This is an optimization exercise on Yosys and OpenROAD, whose aim is small area, a short achievable clock period and few clock cycles per item, not a production implementation. Where RTL was checked, it was by simulation tests only, not by an equivalence proof against the original. The flow treats the clock pin as an ideal source. Dropping or thinning the clock tree relies on that and would not hold on a real chip. Power and IR drop assume default switching activity.

==> flow/design.v <==
`timescale 1ns/1ps
`default_nettype none
package iot_data_pkg;
    typedef logic [8-1:0] iot_byte_t;
    typedef logic [128-1:0] iot_word_t;
    typedef logic [3-1:0] crc_t;
    typedef logic [$clog2(16)-1:0] byte_idx_t;
    typedef logic [$clog2(8)-1:0] word_cnt_t;
endpackage
`default_nettype wire
`timescale 1ns/1ps
`default_nettype none
package iot_ctrl_pkg;
    typedef enum logic [2:0] {
        FN_ENCRYPT  = 3'd1,
        FN_DECRYPT  = 3'd2,
        FN_CRC      = 3'd3,
        FN_TOP2MAX  = 3'd4,
        FN_LAST2MIN = 3'd5
    } fn_sel_t;
    typedef enum logic [1:0] {REL_EQUAL, REL_BIGGER, REL_SMALLER} relation_t;
    typedef enum logic [1:0] {OUT_IDLE, OUT_FIRST, OUT_SECOND} out_state_t;
endpackage
`default_nettype wire
`timescale 1ns/1ps
`default_nettype none
module iot_filter_top
(
    input  logic         clk,
    input  logic         rst,
    input  logic         in_en,
    input  logic [7:0]   iot_in,
    input  logic [2:0]   fn_sel,
    output logic         busy,
    output logic         valid,
    output logic [127:0] iot_out
);
    logic is_crc, is_top, is_rank;
    always_ff @(posedge clk) begin
        is_crc  <= (fn_sel == 3'd3);
        is_top  <= (fn_sel == 3'd4);
        is_rank <= (fn_sel == 3'd4) || (fn_sel == 3'd5);
    end
    logic       in_v;
    logic [7:0] cur;
    always_ff @(posedge clk) cur <= iot_in;
    logic [3:0]   bi;              
    logic [3:0]   rc;              
    logic [2:0]   wc;              
    function automatic logic [3:0] step4(logic [3:0] x);
        step4 = {x[2:0], x[3] ^ x[0] ^ (x[2:0] == 3'd0)};
    endfunction
    function automatic logic [2:0] step3(logic [2:0] x);
        step3 = {x[1:0], x[2] ^ x[0] ^ (x[1:0] == 2'd0)};
    endfunction
    localparam logic [3:0] LAST4 = 4'b1000;
    localparam logic [2:0] WC1   = 3'b001;
    localparam logic [2:0] WC7   = 3'b100;
    logic         mv;              
    logic         dA, wA, dB, wB;  
    logic [127:0] r0, r1;
    wire [7:0] tA = r0[127:120];
    wire [7:0] tB = r1[127:120];
    wire first_byte = (bi == 4'd0);
    wire last_byte  = (bi == LAST4);
    wire keepA      = dA && !first_byte;
    wire keepB      = dB && !first_byte;
    logic rot;
    logic eqA, gtA, eqB, gtB;
    wire [7:0] nA = rot ? r0[119:112] : r0[127:120];
    wire [7:0] nB = rot ? r1[119:112] : r1[127:120];
    always_ff @(posedge clk) begin
        eqA <= (iot_in == nA);
        gtA <= is_top ? (iot_in > nA) : (iot_in < nA);
        eqB <= (iot_in == nB);
        gtB <= is_top ? (iot_in > nB) : (iot_in < nB);
    end
    wire dA_n  = keepA || !eqA;
    wire wA_n  = keepA ? wA : gtA;
    wire dB_n  = keepB || !eqB;
    wire wB_n  = keepB ? wB : gtB;
    wire winA  = dA_n && wA_n;
    wire winB  = dB_n && wB_n;
    wire loseB = dB_n && !wB_n;
    logic [7:0] b0, b1;
    always_comb begin
        b0 = mv ? tB : tA;
        b1 = tB;
        if (in_v) begin
            if (wc == 3'd0) begin
                b1 = cur;
            end else if (wc == WC1) begin
                b0 = winB ? cur : tB;
                b1 = winB ? tB : cur;
            end else begin
                b0 = winA ? cur : tA;
                b1 = winA ? tA : (loseB ? tB : cur);
            end
        end
    end
    function automatic logic [2:0] crc_fold(logic [2:0] seed, logic [7:0] data);
        logic [2:0] c;
        logic       fb;
        c = seed;
        for (int i = 7; i >= 0; i--) begin
            fb = c[2] ^ data[i];
            c  = {c[1:0], 1'b0} ^ (fb ? 3'b011 : 3'b000);
        end
        crc_fold = c;
    endfunction
    wire [2:0] crc_n = crc_fold(first_byte ? 3'd0 : r0[2:0], cur);
    always_ff @(posedge clk) begin
        if (in_v) begin
            dA <= dA_n;
            wA <= wA_n;
            dB <= dB_n;
            wB <= wB_n;
        end
    end
    always_ff @(posedge clk) begin
        if (rot) begin
            r0[127:16] <= r0[119:8];
            r0[15:8]   <= is_crc ? 8'd0 : r0[7:0];
            r0[7:0]    <= is_crc ? {5'd0, crc_n} : b0;
            r1         <= {r1[119:0], b1};
        end
    end
    wire       end_word = in_v && last_byte;
    wire [3:0] bi_n  = in_v ? step4(bi) : bi;
    wire [3:0] rc_n  = rot ? step4(rc) : rc;
    wire       mv_n  = (end_word && is_rank && wc == WC7) || (mv && !(rc == LAST4));
    wire       in_v_n = in_en && !busy;
    wire       busy_n = !in_v_n && (mv_n || rc_n != bi_n) && (step4(rc_n) != bi_n);
    wire       rot_n  = in_v_n || mv_n || (rc_n != bi_n);
    always_ff @(posedge clk or posedge rst) begin
        if (rst) begin
            in_v  <= 1'b0;
            bi    <= 4'd0;
            rc    <= 4'd0;
            wc    <= 3'd0;
            mv    <= 1'b0;
            busy  <= 1'b0;
            rot   <= 1'b0;
            valid <= 1'b0;
        end else begin
            in_v <= in_v_n;
            bi   <= bi_n;
            rc   <= rc_n;
            mv   <= mv_n;
            busy <= busy_n;
            rot  <= rot_n;
            if (end_word) wc <= step3(wc);
            valid <= (end_word && (is_crc || (is_rank && wc == WC7)))
                     || (mv && rc == LAST4);
        end
    end
    assign iot_out = r0;
endmodule
`default_nettype wire
export LEC_CHECK = 0
export CAP_MARGIN = 20
export CORE_MARGIN = 2
export CORE_UTILIZATION = 40
export CTS_CLUSTER_DIAMETER = 100
export CTS_CLUSTER_SIZE = 30
export SETUP_SLACK_MARGIN = 4.6
export SLEW_MARGIN = 20
create_clock -name core_clock -period 7.0 [get_ports {clk}]
standard.sh (not shown) runs the stock make flow with config.mk's settings and CLKGATE_MAP_FILE= SYNTH_SCRIPT=/design/flow/synth_recipe.tcl, a recipe that flattens the netlist after the stock synthesis.
==> flow/flow/run.sh <==
#!/bin/bash
# Standard ORFS layout, with the port buffers made from plain buffers
# (sky130_fd_sc_hd__buf_1, resized by timing repair) instead of the slow
# delay cells buffer_ports picks by default.
set -euo pipefail
bash standard.sh "BUFFER_PORTS_ARGS=-buffer_cell sky130_fd_sc_hd__buf_1" finish > standard_flow.log 2>&1
Then changed:
--- a/flow/config.mk
+++ b/flow/config.mk
@@ -12,3 +12,3 @@
 export CTS_CLUSTER_SIZE = 30
-export SETUP_SLACK_MARGIN = 4.6
+export SETUP_SLACK_MARGIN = 4.35
 export SLEW_MARGIN = 20
After rerunning: Via count came out lower by a few percent. Count of clock-buffer cells in the layout came out higher by 4. Flip-flop and latch count is unchanged.
Then changed:
--- a/flow/config.mk
+++ b/flow/config.mk
@@ -12,3 +12,3 @@
 export CTS_CLUSTER_SIZE = 30
-export SETUP_SLACK_MARGIN = 4.35
+export SETUP_SLACK_MARGIN = 4.45
 export SLEW_MARGIN = 20
Result: The changed run produced a clean layout; total power goes up by about 1.6%; worst hold slack barely changes; core utilization goes up by 0.70 points; clock-buffer cell count does not change; routed wire length goes up by about 1.1%; critical path depth is unchanged; global-route usage goes up by 0.11 points.
Then changed:
==> flow/flow/run.sh (replaced) <==
#!/bin/bash
# Standard ORFS layout, with the port buffers made from plain buffers
# (sky130_fd_sc_hd__buf_1, resized by timing repair) instead of the slow
# delay cells buffer_ports picks by default, and clock tree synthesis
# without dummy loads.
set -euo pipefail
bash standard.sh "BUFFER_PORTS_ARGS=-buffer_cell sky130_fd_sc_hd__buf_1" \
  "CTS_ARGS=-sink_clustering_enable -repair_clock_nets -sink_clustering_size 30 -sink_clustering_max_diameter 100 -dont_use_dummy_load -balance_levels" \
  finish > standard_flow.log 2>&1
--- a/flow/config.mk
+++ b/flow/config.mk
@@ -10,4 +10,2 @@
 export CORE_UTILIZATION = 40
-export CTS_CLUSTER_DIAMETER = 100
-export CTS_CLUSTER_SIZE = 30
 export SETUP_SLACK_MARGIN = 4.45
Sequential cell count does not change.
Utilization came out lower by 0.28 points.
Routed wire length decreases by 0.68%.
Clock-buffer cell count is lower by 7.
Setup slack degrades by 0.0081 ns.
Synthesized area does not change.
Function was not checked in any run of this note: the RTL went through the layout flow alone.

== zinc ==
Another version of the RTL of iot_filter_top (not shown whole).
For scale: about 510 cells after synthesis, about 290 flip-flops, about 140 I/O pins.
Settings: LEC_CHECK=0, CAP_MARGIN=20, CORE_MARGIN=2, CORE_UTILIZATION=40, SETUP_SLACK_MARGIN=4.45, SLEW_MARGIN=20; clock period 7.0 ns.
==> flow/flow/run.sh <==
#!/bin/bash
# Standard ORFS layout, with the port buffers made from plain buffers
# (sky130_fd_sc_hd__buf_1, resized by timing repair) instead of the slow
# delay cells buffer_ports picks by default, and clock tree synthesis
# without dummy loads.
set -euo pipefail
bash standard.sh "BUFFER_PORTS_ARGS=-buffer_cell sky130_fd_sc_hd__buf_1" \
  "CTS_ARGS=-sink_clustering_enable -repair_clock_nets -sink_clustering_size 30 -sink_clustering_max_diameter 100 -dont_use_dummy_load -balance_levels -distance_between_buffers 1000 -branching_point_buffers_distance 1000" \
  finish > standard_flow.log 2>&1
No stage failed in zinc, and the final checks on the layout all came back clean.
## Diff of input files: maple against zinc
--- a/flow/flow/run.sh
+++ b/flow/flow/run.sh
@@ -7,3 +7,3 @@
 bash standard.sh "BUFFER_PORTS_ARGS=-buffer_cell sky130_fd_sc_hd__buf_1" \
-  "CTS_ARGS=-sink_clustering_enable -repair_clock_nets -sink_clustering_size 30 -sink_clustering_max_diameter 100 -dont_use_dummy_load -balance_levels -distance_between_buffers 1000 -branching_point_buffers_distance 1000" \
+  "CTS_ARGS=-sink_clustering_enable -repair_clock_nets -sink_clustering_size 30 -sink_clustering_max_diameter 100 -dont_use_dummy_load -balance_levels -branching_point_buffers_distance 1000" \
   finish > standard_flow.log 2>&1
==> notes.md <==
Looking at the reports, zinc completed the entire flow and the layout it produced met the timing, design-rule and antenna checks. maple finished end to end and its layout was clean on timing, DRC and antenna. On length of the first detailed-routing pass in iterations, zinc and maple are neck and neck. Per the comparison of maple with zinc, wire length held, number of filler cells placed in the layout held, area after synthesis held.
Inputs modified between maple and quartz:
Settings: swapping 4.45 for 4.5 in SETUP_SLACK_MARGIN.
--- a/flow/flow/run.sh
+++ b/flow/flow/run.sh
@@ -7,3 +7,3 @@
 bash standard.sh "BUFFER_PORTS_ARGS=-buffer_cell sky130_fd_sc_hd__buf_1" \
-  "CTS_ARGS=-sink_clustering_enable -repair_clock_nets -sink_clustering_size 30 -sink_clustering_max_diameter 100 -dont_use_dummy_load -balance_levels -branching_point_buffers_distance 1000" \
+  "CTS_ARGS=-sink_clustering_enable -repair_clock_nets -sink_clustering_size 30 -sink_clustering_max_diameter 100 -dont_use_dummy_load -balance_levels" \
   finish > standard_flow.log 2>&1
==> comparison <==
- Compared with maple, in quartz post-route minimum period did not really move, slew of the pin with the lowest slew margin barely changed, routed wire length on met3 went down, net switching power increased about 1.1%.
- Via count: quartz worse than maple
No functional check of the RTL was part of any run of this note.

Another version of the RTL of iot_filter_top (not shown whole).
For scale: about 520 cells after synthesis, about 290 flip-flops, ~140 I/O pins, ~10000 µm² of cells after synthesis.
export LEC_CHECK = 0
export CAP_MARGIN = 20
export CORE_MARGIN = 2
export CORE_UTILIZATION = 70
export SETUP_SLACK_MARGIN = 4.45
export SLEW_MARGIN = 20
create_clock -name core_clock -period 7.0 [get_ports {clk}]
==> flow/flow/run.sh <==
#!/bin/bash
# Standard ORFS layout with two changes:
#  - the port buffers are plain buffers (sky130_fd_sc_hd__buf_1, resized by
#    timing repair) instead of the slow delay cells buffer_ports picks;
#  - after clock tree synthesis, the H-tree's middle level is removed, so the
#    root buffer drives every leaf buffer directly (all registers still see
#    the same two buffers on their clock path).
set -euo pipefail
ARGS=("BUFFER_PORTS_ARGS=-buffer_cell sky130_fd_sc_hd__buf_1"
      "CTS_ARGS=-sink_clustering_enable -repair_clock_nets -sink_clustering_size 30 -sink_clustering_max_diameter 100 -dont_use_dummy_load -balance_levels")
bash standard.sh "${ARGS[@]}" cts > standard_cts.log 2>&1
RES=orfs/results/sky130hd/iot_filter_top/base
cp $RES/4_cts.odb $RES/4_cts_htree.odb
FLOW_ODB=$RES/4_cts.odb openroad -no_init -exit flow/flatten_clock.tcl > flatten_clock.log 2>&1
bash standard.sh "${ARGS[@]}" finish > standard_finish.log 2>&1
==> flow/flow/flatten_clock.tcl <==
# Bypass every clock buffer that the root clock buffer drives and that itself
# drives clock buffers: its loads move onto the root buffer's net.
read_db $::env(FLOW_ODB)
set block [ord::get_db_block]
proc drv_inst {net} {
  foreach it [$net getITerms] { if {[$it isOutputSignal]} { return [$it getInst] } }
  return ""
}
proc out_net {inst} {
  foreach it [$inst getITerms] { if {[$it isOutputSignal]} { return [$it getNet] } }
  return ""
}
proc is_clkbuf {inst} { return [string match "*clkbuf*" [[$inst getMaster] getName]] }
set clk [$block findNet clk]
set root ""
foreach it [$clk getITerms] { if {[$it isInputSignal] && [is_clkbuf [$it getInst]]} { set root [$it getInst] } }
if {$root eq ""} { puts "no root clock buffer"; exit 1 }
set rnet [out_net $root]
puts "root [$root getName] net [$rnet getName]"
set changed 1
while {$changed} {
  set changed 0
  foreach it [$rnet getITerms] {
    if {![$it isInputSignal]} continue
    set b [$it getInst]
    if {![is_clkbuf $b]} continue
    set bnet [out_net $b]
    set drives_buf 0
    foreach l [$bnet getITerms] { if {[$l isInputSignal] && [is_clkbuf [$l getInst]]} { set drives_buf 1 } }
    if {!$drives_buf} continue
    puts "bypass [$b getName]"
    foreach l [$bnet getITerms] {
      if {[$l isInputSignal]} { $l disconnect; $l connect $rnet }
    }
    odb::dbInst_destroy $b
    odb::dbNet_destroy $bnet
    set changed 1
    break
  }
}
set n 0
foreach it [$rnet getITerms] { if {[$it isInputSignal]} { incr n } }
puts "root drives $n loads"
write_db $::env(FLOW_ODB)
Testbench counts at the start, summed over its fixed seeds: cycles 36,192, items 2,157.
Rerun with:
CORE_UTILIZATION = 55   (was 70)
SETUP_SLACK_MARGIN = 4.5   (was 4.45)
Outcome:
- The new run completed with no timing, DRC or antenna violations
- wire length climbs by about 4%
- power climbs by about 2%
- die area climbs by about 26%
- clock-buffer cell count is unchanged
- clock skew stays flat
- sequential share of layout area drops by 1.6 points
Rerun with:
CORE_UTILIZATION = 40   (was 55)
SETUP_SLACK_MARGIN = 4.55   (was 4.5)
Clock skew is lower by 7.5 ps.
Die area rises by 36%.
Global-route usage came out lower by 4.3 points.
Power rises by 2.8%.
Clock-buffer cell count is unchanged.
Hold slack improves by 12 ps.
Utilization falls by 16 points.
Routed wire length is higher by 6.3%.
Via count rises by 4.3%.
Sequential power barely changes.
Rerun with:
SETUP_SLACK_MARGIN = 4.45   (was 4.55)
Final cell count shrinks by about 3.7%.
Setup slack hardly moves.
Register-to-register slack loses 80 ps.
Die area does not change.
Synthesized area stays the same.
Worst hold slack hardly moves.
Count of clock-buffer cells in the layout does not change.
Total power came out lower by about 3.3%.
Fmax is about the same.
First-iteration DRC count drops by 3.6%.

Starting RTL as in the previous note.
export LEC_CHECK = 0
export CAP_MARGIN = 20
export CORE_MARGIN = 2
export CORE_UTILIZATION = 70
export SETUP_SLACK_MARGIN = 4.4
export SLEW_MARGIN = 20
create_clock -name core_clock -period 7.0 [get_ports {clk}]
Scripts as last shown in full above: flow/flow/run.sh, flow/flow/flatten_clock.tcl
The baseline produced a clean layout.
Testbench counts at the start, summed over its fixed seeds: cycles 36,192, items 2,157.
Edit:
- CORE_UTILIZATION: 70 -> 55
- SETUP_SLACK_MARGIN: 4.4 -> 4.45
=>
- The new run finished with timing, DRC and antenna clean
- total power grows by 0.95%
- routed wire length grows by 3.2%
- non-clock buffer count grows by 7
- design area grows by 1.1%
- critical path depth stays the same
- hold slack degrades by 4.9 ps
- fmax grows by 0.55%
- synthesized area does not change
- setup slack improves by 14 ps
- first-iteration DRC count shrinks by 25%
- utilization shrinks by 15 points
Edit:
- CORE_UTILIZATION: 55 -> 40
- PLACE_DENSITY: unset -> 0.8
What happened: The changed run finished with timing, DRC and antenna clean; first-iteration DRC count is higher by well over a third; fmax is lower slightly; design area is higher slightly; clock-buffer cell count is higher by 1; sequential power barely changes; synthesized area does not change; die area is higher by well over a third; sequential share of layout area is lower by 1.2 points; global-route usage is lower by 4.3 points; routed wire length is higher by a little under a tenth.

-- static timing again, ports no longer ideal --
In the flow no input, the clock included, has a driving cell. The finished layouts below were timed again as built, in two steps. Step 1 sets driving cells, clkbuf_16 on the clock port and buf_2 on the other inputs (assumed; they add their load-dependent delay and slew). Step 2 adds t to the input delays and takes it off the output delays; t is the mean of the earliest and latest rising clock arrival at the registers after step 1. Input paths then give back, and output paths get back, about the clock's delay inside the block. Three values: no drivers, after step 1, after step 2; two values: the first two.
run	t (ns)	setup slack, ns	hold slack, ns	worst register clock-pin slew, ns	cell pins on the clock port's net
the first run of note 1	0.522	4.450 / 4.404 / 4.251	0.424 / 0.424 / 0.424	0.11 / 0.11	1
the second run of note 1	0.533	4.406 / 4.361 / 4.280	0.424 / 0.424 / 0.424	0.11 / 0.11	1
the third run of note 1	0.534	4.474 / 4.428 / 4.291	0.427 / 0.427 / 0.427	0.11 / 0.11	1
the fourth run of note 1	0.522	4.466 / 4.420 / 4.269	0.428 / 0.428 / 0.428	0.11 / 0.11	1
zinc	0.513	4.490 / 4.449 / 4.273	0.404 / 0.404 / 0.404	0.11 / 0.11	1
maple	0.513	4.490 / 4.449 / 4.273	0.404 / 0.404 / 0.404	0.11 / 0.11	1
quartz	0.512	4.490 / 4.448 / 4.274	0.408 / 0.408 / 0.408	0.11 / 0.11	1
the first run of note 3	0.461	4.509 / 4.465 / 4.247	0.421 / 0.421 / 0.421	0.11 / 0.11	1
the second run of note 3	0.453	4.539 / 4.495 / 4.159	0.410 / 0.410 / 0.410	0.11 / 0.11	1
the third run of note 3	0.457	4.510 / 4.468 / 4.248	0.422 / 0.422 / 0.422	0.11 / 0.11	1
the fourth run of note 3	0.458	4.511 / 4.469 / 4.260	0.423 / 0.423 / 0.423	0.11 / 0.11	1
the first run of note 4	0.460	4.512 / 4.467 / 4.247	0.421 / 0.421 / 0.421	0.11 / 0.11	1
the second run of note 4	0.456	4.526 / 4.480 / 4.150	0.416 / 0.416 / 0.416	0.11 / 0.11	1
the third run of note 4	0.466	4.499 / 4.459 / 4.207	0.399 / 0.399 / 0.399	0.11 / 0.11	1
After both steps every run listed still meets setup and hold. The setup slack of the second run of note 3, which loses most, moves by -0.044 ns with the drivers and by -0.380 ns with both steps.
